Background: an optimization exercise with open tools, aiming at small area, a short achievable clock period and few clock cycles per item. Do not read the settings as production practice.
Where RTL was checked, it was by simulation tests only, not by an equivalence proof against the original.

==> flow/design.v (excerpt) <==
module fc_layer_top (
    input  wire logic              clk,
    input  wire logic              rstn,
    input  wire logic              in_valid,
    input  wire logic [WORD_W-1:0] in_data,
    output logic                   out_valid,
    output logic      [WORD_W-1:0] out_data
);
For scale: ~1800 cells after synthesis, roughly 68 I/O pins.
==> flow/config.mk <==
export PLATFORM = sky130hd
export DESIGN_NAME = fc_layer_top
export DESIGN_NICKNAME = fc_layer_top
export VERILOG_FILES = /design/flow/design.v
export SDC_FILE = /design/flow/constraint.sdc
export NUM_CORES = 4
export LEC_CHECK = 0
export ABC_CLOCK_PERIOD_IN_PS = 4000
export CAP_MARGIN = 20
export CORE_MARGIN = 2
export CORE_UTILIZATION = 55
export CTS_BUF_LIST = sky130_fd_sc_hd__clkbuf_8
export PLACE_DENSITY = 0.6
export SETUP_SLACK_MARGIN = 5
export SLEW_MARGIN = 20
==> flow/constraint.sdc <==
create_clock -name core_clock -period 9.0 [get_ports {clk}]
set_input_delay 1.8000 -clock core_clock [delete_from_list [all_inputs] [get_ports {clk}]]
set_output_delay 1.8000 -clock core_clock [all_outputs]
set_load 0.01 [all_outputs]
run.sh (not shown) runs the stock make flow with config.mk's settings and CLKGATE_MAP_FILE= SYNTH_SCRIPT=/design/flow/synth_recipe.tcl, a recipe that flattens the netlist after the stock synthesis.
The starting point completed without violations.
Next try:
- ABC_CLOCK_PERIOD_IN_PS: 4000 -> unset
=>
- fmax does not change
- area after synthesis is unchanged
- routed wire length stays the same
Next try:
- ABC_AREA: unset -> 1
What happened:
- The new run finished with timing, DRC and antenna clean
- worst setup slack improves by 0.014 ns
- core utilization rose by 1.2 points
- register-to-register slack is about the same
- cell area rose by about 5%
- synthesized cell count came out higher by about 25%
- global-route usage increases by 2.8 points
- first-iteration DRC count rises by 12%
- sequential share of layout area fell by 1.5 points
- area after synthesis rises by 3.4%
Next try:
- ABC_AREA: 1 -> unset
- CORE_UTILIZATION: 55 -> 40
- CTS_BUF_LIST: sky130_fd_sc_hd__clkbuf_8 -> unset
- PLACE_DENSITY: 0.6 -> 0.5
The new run completed with no timing, DRC or antenna violations.
Utilization went down by 18 points.
Register-to-register slack got worse by 0.02 ns.
Final cell count drops by roughly a tenth.
Wire length is lower by a few percent.
First-iteration DRC count fell by a quarter to a third.
No functional check of the RTL was part of any run of this note.

========
## pepper
fc_layer_top, a different RTL version from the one above (not shown whole).
Size in the first run: ~1900 cells after synthesis, roughly 18000 um2 of cells after synthesis.
export LEC_CHECK = 0
export CAP_MARGIN = 20
export CORE_MARGIN = 2
export CORE_UTILIZATION = 55
export CTS_BUF_LIST = sky130_fd_sc_hd__clkbuf_16
export CTS_CLUSTER_DIAMETER = 80
export CTS_CLUSTER_SIZE = 20
export PLACE_DENSITY = 0.6
export SETUP_SLACK_MARGIN = 5
export SLEW_MARGIN = 20
create_clock -name core_clock -period 9.0 [get_ports {clk}]
pepper reached the final stage; the timing, DRC and antenna checks on its layout passed.
Testbench counts of pepper, summed over its fixed seeds: cycles 4,992, frames 384.
Edits applied to the flow inputs when going from pepper to onyx:
- CTS_CLUSTER_SIZE now 28, was 20
- CTS_CLUSTER_DIAMETER now 100, was 80
==> flow/flow/run.sh (new file) <==
#!/bin/bash
# The standard layout (standard.sh, unchanged synthesis and steps), with
# plain buffers instead of delay cells as the port buffers, and a clock tree
# built without dummy loads.
set -euo pipefail
export BUFFER_PORTS_ARGS="-buffer_cell sky130_fd_sc_hd__buf_1"
export CTS_ARGS="-sink_clustering_enable -repair_clock_nets -sink_clustering_size 28 -sink_clustering_max_diameter 100 -buf_list sky130_fd_sc_hd__clkbuf_16 -dont_use_dummy_load"
bash standard.sh > standard.log 2>&1
==> flow/standard.sh (new file) <==
#!/bin/bash
# synth_recipe.tcl (not shown) runs the flow's synth.tcl, then flattens the netlist and writes it again
# the make line also repeats each setting of config.mk as NAME=value (left out here)
make -C /OpenROAD-flow-scripts/flow DESIGN_CONFIG=/design/flow/config.mk WORK_HOME=/design/flow/orfs CLKGATE_MAP_FILE= SYNTH_SCRIPT=/design/flow/synth_recipe.tcl "${@:-finish}"
removed: flow/run.sh
==> results.txt <==
onyx vs pepper on highest attainable clock frequency: onyx is the higher one.
onyx vs pepper — minimum hold slack rose 0.0075 ns.
onyx: proportion of layout cells with a drive suffix above 1 is 2.0 points lower than what pepper reported.
onyx does better than pepper on final critical-path required period.
Worst clock skew (onyx over pepper): increase, 0.043 ns
| routed wire length | onyx vs pepper | better |
Compared with pepper, onyx shows a higher worst setup slack after layout.
Against pepper, onyx comes in 4.7 points lower on layout overhead on the synthesized area.
Looking at worst setup path endpoint, the out_data[24] result is from pepper; the out_data[10] one comes from onyx.
#### Input delta (xenon over onyx)
- CTS_CLUSTER_DIAMETER changed from 100 to 120
- CTS_CLUSTER_SIZE changed from 28 to 34
==> flow/flow/run.sh <==
#!/bin/bash
# The standard layout (standard.sh, unchanged synthesis and steps), with
# plain buffers instead of delay cells as the port buffers.
set -euo pipefail
export BUFFER_PORTS_ARGS="-buffer_cell sky130_fd_sc_hd__buf_1"
bash standard.sh > standard.log 2>&1
[summary]
On post-route fraction of the period consumed by the critical path, onyx and xenon are basically level. Between xenon and onyx, it is xenon whose core utilization is lower, by 0.21 points. The count of placed standard cells in the final layout, fillers left out was comparable across onyx and xenon. xenon against onyx: routed wirelength normalized by instance count did not really move; setup slack went down. Simple-gate portion of the synthesized area: onyx vs xenon identical. The peak per-stage delay on the critical path was comparable across onyx and xenon. Going from onyx to xenon, synthesis-to-layout area growth shrinks by 0.37 points. On count of clock-buffer cells in the layout: xenon sits below onyx.
Changes in juniper relative to xenon:
- changing CTS_CLUSTER_DIAMETER from 120 to 100
- changing CTS_CLUSTER_SIZE from 34 to 28
==> flow/run.sh (new file) <==
#!/bin/bash
# synth_recipe.tcl (not shown) runs the flow's synth.tcl, then flattens the netlist and writes it again
# the make line also repeats each setting of config.mk as NAME=value (left out here)
make -C /OpenROAD-flow-scripts/flow DESIGN_CONFIG=/design/flow/config.mk WORK_HOME=/design/flow/orfs CLKGATE_MAP_FILE= SYNTH_SCRIPT=/design/flow/synth_recipe.tcl finish
removed: flow/flow/run.sh
removed: flow/standard.sh
Findings:
Final critical-path share of the clock period of xenon is on par with juniper. Taking xenon as the reference point, the sequential share of layout area of juniper falls by 1.2 points. Of xenon and juniper, the run reporting the higher standard cell area after detailed placement was juniper. Changes observed in juniper relative to xenon: routed wire length saw an increase; relative area of clock buffers and inverters in the final design now larger; met1 capacity usage during global routing fell 0.21 points; post-cts sizing count went up.
## Diff of input files: nickel against juniper
- changing PLACE_DENSITY from 0.6 to 0.5
==> flow/flow/run.sh (new file) <==
#!/bin/bash
# The standard layout (standard.sh, unchanged synthesis and steps), with
# plain buffers instead of delay cells as the port buffers.
set -euo pipefail
export BUFFER_PORTS_ARGS="-buffer_cell sky130_fd_sc_hd__buf_1"
bash standard.sh > standard.log 2>&1
==> flow/standard.sh (new file) <==
#!/bin/bash
# synth_recipe.tcl (not shown) runs the flow's synth.tcl, then flattens the netlist and writes it again
# the make line also repeats each setting of config.mk as NAME=value (left out here)
make -C /OpenROAD-flow-scripts/flow DESIGN_CONFIG=/design/flow/config.mk WORK_HOME=/design/flow/orfs CLKGATE_MAP_FILE= SYNTH_SCRIPT=/design/flow/synth_recipe.tcl "${@:-finish}"
removed: flow/run.sh
--- outcome ---
Fraction of area in registers: nickel vs juniper up 1.1 points
juniper → nickel: via count of the first global-routing pass decreased 194, fraction of area in multi-input gates has increased.
NOTE: global-route total usage across every layer in nickel falls short of that of juniper
Of nickel and juniper, juniper shows the higher post-CTS setup-driven buffer insertion count, with nickel below it.
Compared to juniper, nickel has post-route core utilization 2.0 points lower.
As of nickel, number of non-filler instances in the completed layout had fallen slightly compared to juniper.
nickel -> juniper: total I/O pin count flat

-- what the ideal ports hide --
The results above use ideal ports. As a check the final layouts listed here were re-extracted and re-timed, cells and wires unchanged. Step 1 sets driving cells, clkbuf_16 on the clock port and buf_2 on the other inputs (assumed; they add their load-dependent delay and slew). Step 2 times the ports against the registers' clock, not the clock port: input delays grow and output delays shrink by t, the midpoint of the rising clock arrivals with the driver on. a / b / c = ideal / step 1 / step 2; a / b = the first two.
| run | shift t [ns] | setup slack, ns | worst setup path at the end | worst register clock-pin slew, ns |
|---|---|---|---|---|
| the first run of note 1 | 0.623 | 4.841 / 4.841 / 4.841 | register to register | 0.07 / 0.07 |
| the second run of note 1 | 0.623 | 4.841 / 4.841 / 4.841 | register to register | 0.07 / 0.07 |
| the third run of note 1 | 0.667 | 4.855 / 4.855 / 4.855 | register to register | 0.07 / 0.07 |
| the fourth run of note 1 | 0.625 | 4.836 / 4.836 / 4.836 | register to register | 0.07 / 0.07 |
| pepper | 0.565 | 5.046 / 4.991 / 5.101 | register to register | 0.09 / 0.09 |
| onyx | 0.543 | 5.137 / 5.081 / 5.139 | register to register | 0.11 / 0.11 |
| xenon | 0.542 | 5.126 / 5.071 / 5.131 | register to register | 0.13 / 0.13 |
| juniper | 0.566 | 5.127 / 5.073 / 5.161 | register to register | 0.11 / 0.11 |
| nickel | 0.549 | 5.117 / 5.076 / 5.117 | register to register | 0.12 / 0.12 |
After both steps every run listed still meets setup and hold.
